From an optimization exercise on the open Yosys and OpenROAD flow, aimed at small area, a short achievable clock period and few clock cycles per item; shortcuts taken in it are not production practice.
Power figures rest on the tool's default switching activity, not on a simulated workload.

== the previous run ==
==> flow/design.v <==
package sbs_pkg;
  localparam int MaxSigLen  = 48;
  localparam int SigRegs    = 6;
  localparam int SigRegW    = 64;
  localparam int LenBits    = 6;
  localparam int OffsetBits = 32;
  localparam int CfgIdxW    = 3;
endpackage
import sbs_pkg::*;
module sbs_cfg (
  input  logic                                clk_i,
  input  logic                                rst_ni,
  input  logic                                cfg_we_i,
  input  logic [sbs_pkg::CfgIdxW-1:0]         cfg_index_i,
  input  logic [sbs_pkg::SigRegW-1:0]         cfg_data_i,
  output logic [sbs_pkg::MaxSigLen-1:0][7:0]  sig_o,      
  output logic [sbs_pkg::MaxSigLen-1:0]       wild_o,     
  output logic [5:0]                          lm1_hi_o,   
  output logic [7:0]                          lm1_lo_o    
);
  logic [SigRegs-1:0][SigRegW-1:0] sig_q;
  logic [MaxSigLen-1:0]            wild_q;
  logic                            init_q;     
  logic [SigRegW-1:0]              wdata;
  logic [5:0]                      lm1_hi_q;
  logic [7:0]                      lm1_lo_q;
  logic [LenBits-1:0]              lm1_d;
  always_comb begin
    if (cfg_data_i[LenBits-1:0] == '0) begin
      lm1_d = 6'd0;
    end else if (cfg_data_i[LenBits-1:0] > 6'd48) begin
      lm1_d = 6'd47;
    end else begin
      lm1_d = cfg_data_i[LenBits-1:0] - 6'd1;
    end
  end
  assign wdata = init_q ? '0 : cfg_data_i;
  always_ff @(posedge clk_i) begin
    for (int r = 0; r < SigRegs; r++) begin
      if (init_q || (cfg_we_i && cfg_index_i == 3'(r))) sig_q[r] <= wdata;
    end
    if (init_q || (cfg_we_i && cfg_index_i == 3'd6)) wild_q <= wdata[MaxSigLen-1:0];
  end
  always_ff @(posedge clk_i or negedge rst_ni) begin
    if (!rst_ni) begin
      init_q    <= 1'b1;
      lm1_hi_q  <= 6'b000001;
      lm1_lo_q  <= 8'b00000001;
    end else begin
      init_q <= 1'b0;
      if (cfg_we_i && cfg_index_i == 3'd7) begin
        lm1_hi_q <= 6'b000001 << lm1_d[5:3];
        lm1_lo_q <= 8'b00000001 << lm1_d[2:0];
      end
    end
  end
  assign sig_o    = sig_q;
  assign wild_o   = wild_q;
  assign lm1_hi_o = lm1_hi_q;
  assign lm1_lo_o = lm1_lo_q;
endmodule
import sbs_pkg::*;
module sbs_match (
  input  logic                                clk_i,
  input  logic                                rst_ni,
  input  logic                                step_i,      
  input  logic [7:0]                          byte_i,
  input  logic                                last_i,
  input  logic [sbs_pkg::MaxSigLen-1:0][7:0]  sig_i,
  input  logic [sbs_pkg::MaxSigLen-1:0]       wild_i,
  input  logic [5:0]                          lm1_hi_i,    
  input  logic [7:0]                          lm1_lo_i,    
  output logic                                end_o        
);
  logic [MaxSigLen-1:0]  st_q, st_d, pos_ok;
  logic [5:0]            grp_end;       
  logic                  first_q;       
  always_comb begin
    for (int j = 0; j < MaxSigLen; j++) begin
      pos_ok[j] = wild_i[j] || (byte_i == sig_i[j]);
    end
    st_d[0] = pos_ok[0];
    for (int j = 1; j < MaxSigLen; j++) begin
      st_d[j] = pos_ok[j] && st_q[j-1] && !first_q;
    end
  end
  always_ff @(posedge clk_i) begin
    if (step_i) begin
      st_q <= st_d;
    end
  end
  always_ff @(posedge clk_i or negedge rst_ni) begin
    if (!rst_ni) begin
      first_q <= 1'b1;
    end else if (step_i) begin
      first_q <= last_i;
    end
  end
  always_comb begin
    for (int h = 0; h < 6; h++) begin
      grp_end[h] = lm1_hi_i[h] && |(st_q[8*h +: 8] & lm1_lo_i);
    end
  end
  assign end_o = |grp_end;
endmodule
module wildcard_byte_signature_scanner (
  input  logic                           clk_i,
  input  logic                           rst_ni,
  input  logic                           cfg_we_i,
  input  logic [sbs_pkg::CfgIdxW-1:0]    cfg_index_i,
  input  logic [sbs_pkg::SigRegW-1:0]    cfg_data_i,
  input  logic                           in_valid_i,
  output logic                           in_stall_o,
  input  logic [7:0]                     data_byte_i,
  input  logic                           region_last_i,
  output logic                           out_valid_o,
  input  logic                           out_stall_i,
  output logic                           found_o,
  output logic [sbs_pkg::OffsetBits-1:0] match_offset_o
);
  logic [sbs_pkg::MaxSigLen-1:0][7:0] sig;
  logic [sbs_pkg::MaxSigLen-1:0]      wild;
  logic [5:0]                         lm1_hi;
  logic [7:0]                         lm1_lo;
  logic        take;           
  logic        held_q;         
  logic        last_q;         
  logic        reported_q;     
  logic        eval;           
  logic        match_end;
  logic        hit;
  logic        produce;
  logic        stall_q;
  logic        held_d;
  logic        out_valid_d;
  logic        out_valid_q;
  logic        found_q;
  assign take = in_valid_i && !stall_q;
  assign eval = held_q && !out_valid_q;
  sbs_cfg u_cfg (
    .clk_i       (clk_i),
    .rst_ni      (rst_ni),
    .cfg_we_i    (cfg_we_i),
    .cfg_index_i (cfg_index_i),
    .cfg_data_i  (cfg_data_i),
    .sig_o       (sig),
    .wild_o      (wild),
    .lm1_hi_o    (lm1_hi),
    .lm1_lo_o    (lm1_lo)
  );
  sbs_match u_match (
    .clk_i    (clk_i),
    .rst_ni   (rst_ni),
    .step_i   (take),
    .byte_i   (data_byte_i),
    .last_i   (region_last_i),
    .sig_i    (sig),
    .wild_i   (wild),
    .lm1_hi_i (lm1_hi),
    .lm1_lo_i (lm1_lo),
    .end_o    (match_end)
  );
  logic [31:0] ofs_init;       
  logic [31:0] ofs_sat;        
  logic        sat_next;       
  logic        first_c_q;      
  logic        sat_q;          
  logic [31:0] ofs_q;
  logic        lo_ok, hi_ok;
  always_comb begin
    ofs_init = '0;
    for (int l = 1; l < 8; l++) if (lm1_lo[l]) ofs_init[2:0] = ofs_init[2:0] | 3'(8 - l);
    for (int h = 0; h < 6; h++) begin
      if (lm1_hi[h]) ofs_init[5:3] = ofs_init[5:3] | (lm1_lo[0] ? 3'((8 - h) % 8) : 3'(7 - h));
    end
    ofs_init[31:6] = {26{!(lm1_hi[0] && lm1_lo[0])}};
    ofs_sat = {26'h3ffffff, 6'd0};
    for (int l = 0; l < 8; l++) if (lm1_lo[l]) ofs_sat[2:0] = ofs_sat[2:0] | 3'((14 - l) % 8);
    for (int h = 0; h < 6; h++) begin
      if (lm1_hi[h]) ofs_sat[5:3] = ofs_sat[5:3] | (lm1_lo[7] ? 3'(6 - h) : 3'(7 - h));
    end
    lo_ok = 1'b0;
    for (int l = 0; l < 8; l++) begin
      if (lm1_lo[l] && ofs_q[2:0] == 3'((13 - l) % 8)) lo_ok = 1'b1;
    end
    hi_ok = 1'b0;
    for (int h = 0; h < 6; h++) begin
      if (lm1_hi[h] && ofs_q[5:3] == ((lm1_lo[6] || lm1_lo[7]) ? 3'(6 - h) : 3'(7 - h))) hi_ok = 1'b1;
    end
    sat_next = (&ofs_q[31:6]) && lo_ok && hi_ok;
  end
  always_ff @(posedge clk_i) begin
    if (eval) begin
      if (last_q && !hit) begin
        ofs_q <= 32'd0;
      end else if (first_c_q) begin
        ofs_q <= ofs_init;
      end else if (sat_q) begin
        ofs_q <= ofs_sat;
      end else begin
        ofs_q <= ofs_q + 32'd1;
      end
      sat_q <= !first_c_q && (sat_q || sat_next);
    end
  end
  assign hit         = match_end && !reported_q;
  assign produce     = hit || (last_q && !reported_q);
  assign held_d      = take || (held_q && !eval);
  assign out_valid_d = eval ? produce : (out_valid_q && out_stall_i);
  always_ff @(posedge clk_i or negedge rst_ni) begin
    if (!rst_ni) begin
      held_q      <= 1'b0;
      first_c_q   <= 1'b1;
      reported_q  <= 1'b0;
      out_valid_q <= 1'b0;
      stall_q     <= 1'b0;
    end else begin
      held_q      <= held_d;
      out_valid_q <= out_valid_d;
      stall_q     <= held_d && out_valid_d;
      if (eval) begin
        first_c_q  <= last_q;
        reported_q <= !last_q && (reported_q || hit);
      end
    end
  end
  always_ff @(posedge clk_i) begin
    if (take) begin
      last_q <= region_last_i;
    end
    if (eval) begin
      found_q <= hit;
    end
  end
  assign in_stall_o     = stall_q;
  assign out_valid_o    = out_valid_q;
  assign found_o        = found_q;
  assign match_offset_o = ofs_q;
endmodule
clock: 5.5 ns
lec_check: 0
abc_clock_period_in_ps: 2500
cap_margin: 50
core_margin: 2
core_utilization: 60
cts_cluster_diameter: 80
cts_cluster_size: 30
setup_slack_margin: 3.3
slew_margin: 50
standard.sh (not shown) runs the stock make flow with config.mk's settings and CLKGATE_MAP_FILE= SYNTH_SCRIPT=/design/flow/synth_recipe.tcl, a recipe that flattens the netlist after the stock synthesis.
==> flow/flow/run.sh <==
#!/bin/bash
set -euo pipefail
export BUFFER_PORTS_ARGS="-buffer_cell sky130_fd_sc_hd__buf_2"
export CTS_ARGS="-sink_clustering_enable -repair_clock_nets -dont_use_dummy_load -sink_clustering_size 40 -sink_clustering_max_diameter 60"
bash standard.sh > standard_flow.log 2>&1
What the current run does differently from the previous run at the input level:
- a change of CAP_MARGIN from 50 to 30
- a change of SLEW_MARGIN from 50 to 25
## What came out
The current run | status: complete | timing, DRC, antenna: pass. Number of iterations in the first detailed-routing pass: the current run lower than the previous run. The previous run and the current run ended up with nearly the same switching power as a share of total power. The previous run → the current run: final design utilization decreased 0.39 points; proportion of power drawn by the clock network decreased 0.2 points; critical path depth increased 3; number of global-route vias before repair decreased 122. The previous run and the current run ended up with nearly the same overall power consumption. The previous run ended up with match_offset_o[13] as its last element of the critical path; the current run ended up with u_cfg.sig_q[279]. Taking the previous run as the reference, in the current run design area shows a reduction of about 0.55%, setup slack shows a reduction of 0.0083 ns, total wirelength of the detailed-routed design shows no meaningful change.
No run of this note included a check of the RTL's function; only the layout flow was run.

==> what the ideal ports hide <==
The results above use ideal ports. As a check the final layouts listed here were re-extracted and re-timed, cells and wires unchanged.
Step 1, drivers: a clkbuf_16 drives clk_i and a buf_2 each remaining input, both assumed.
Step 2 also shifts input and output timing later by t, the mid clock arrival at the registers, as if the neighbouring blocks saw the same clock.
a / b / c = ideal ports / drivers / drivers and shift; a / b = the first two.
run	t, ns	slack for setup (ns)	worst setup path at the end	worst register clock-pin slew, ns	worst slew at a driven data input, ns
the previous run	0.616	3.224 / 3.168 / 2.698	input to register	0.10 / 0.10	0.06
the current run	0.611	3.215 / 3.174 / 2.634	input to register	0.10 / 0.10	0.06
After both steps setup and hold are still met in every run listed. For the current run, which loses most, drivers alone change the setup slack by -0.041 ns; drivers and shift together by -0.581 ns.
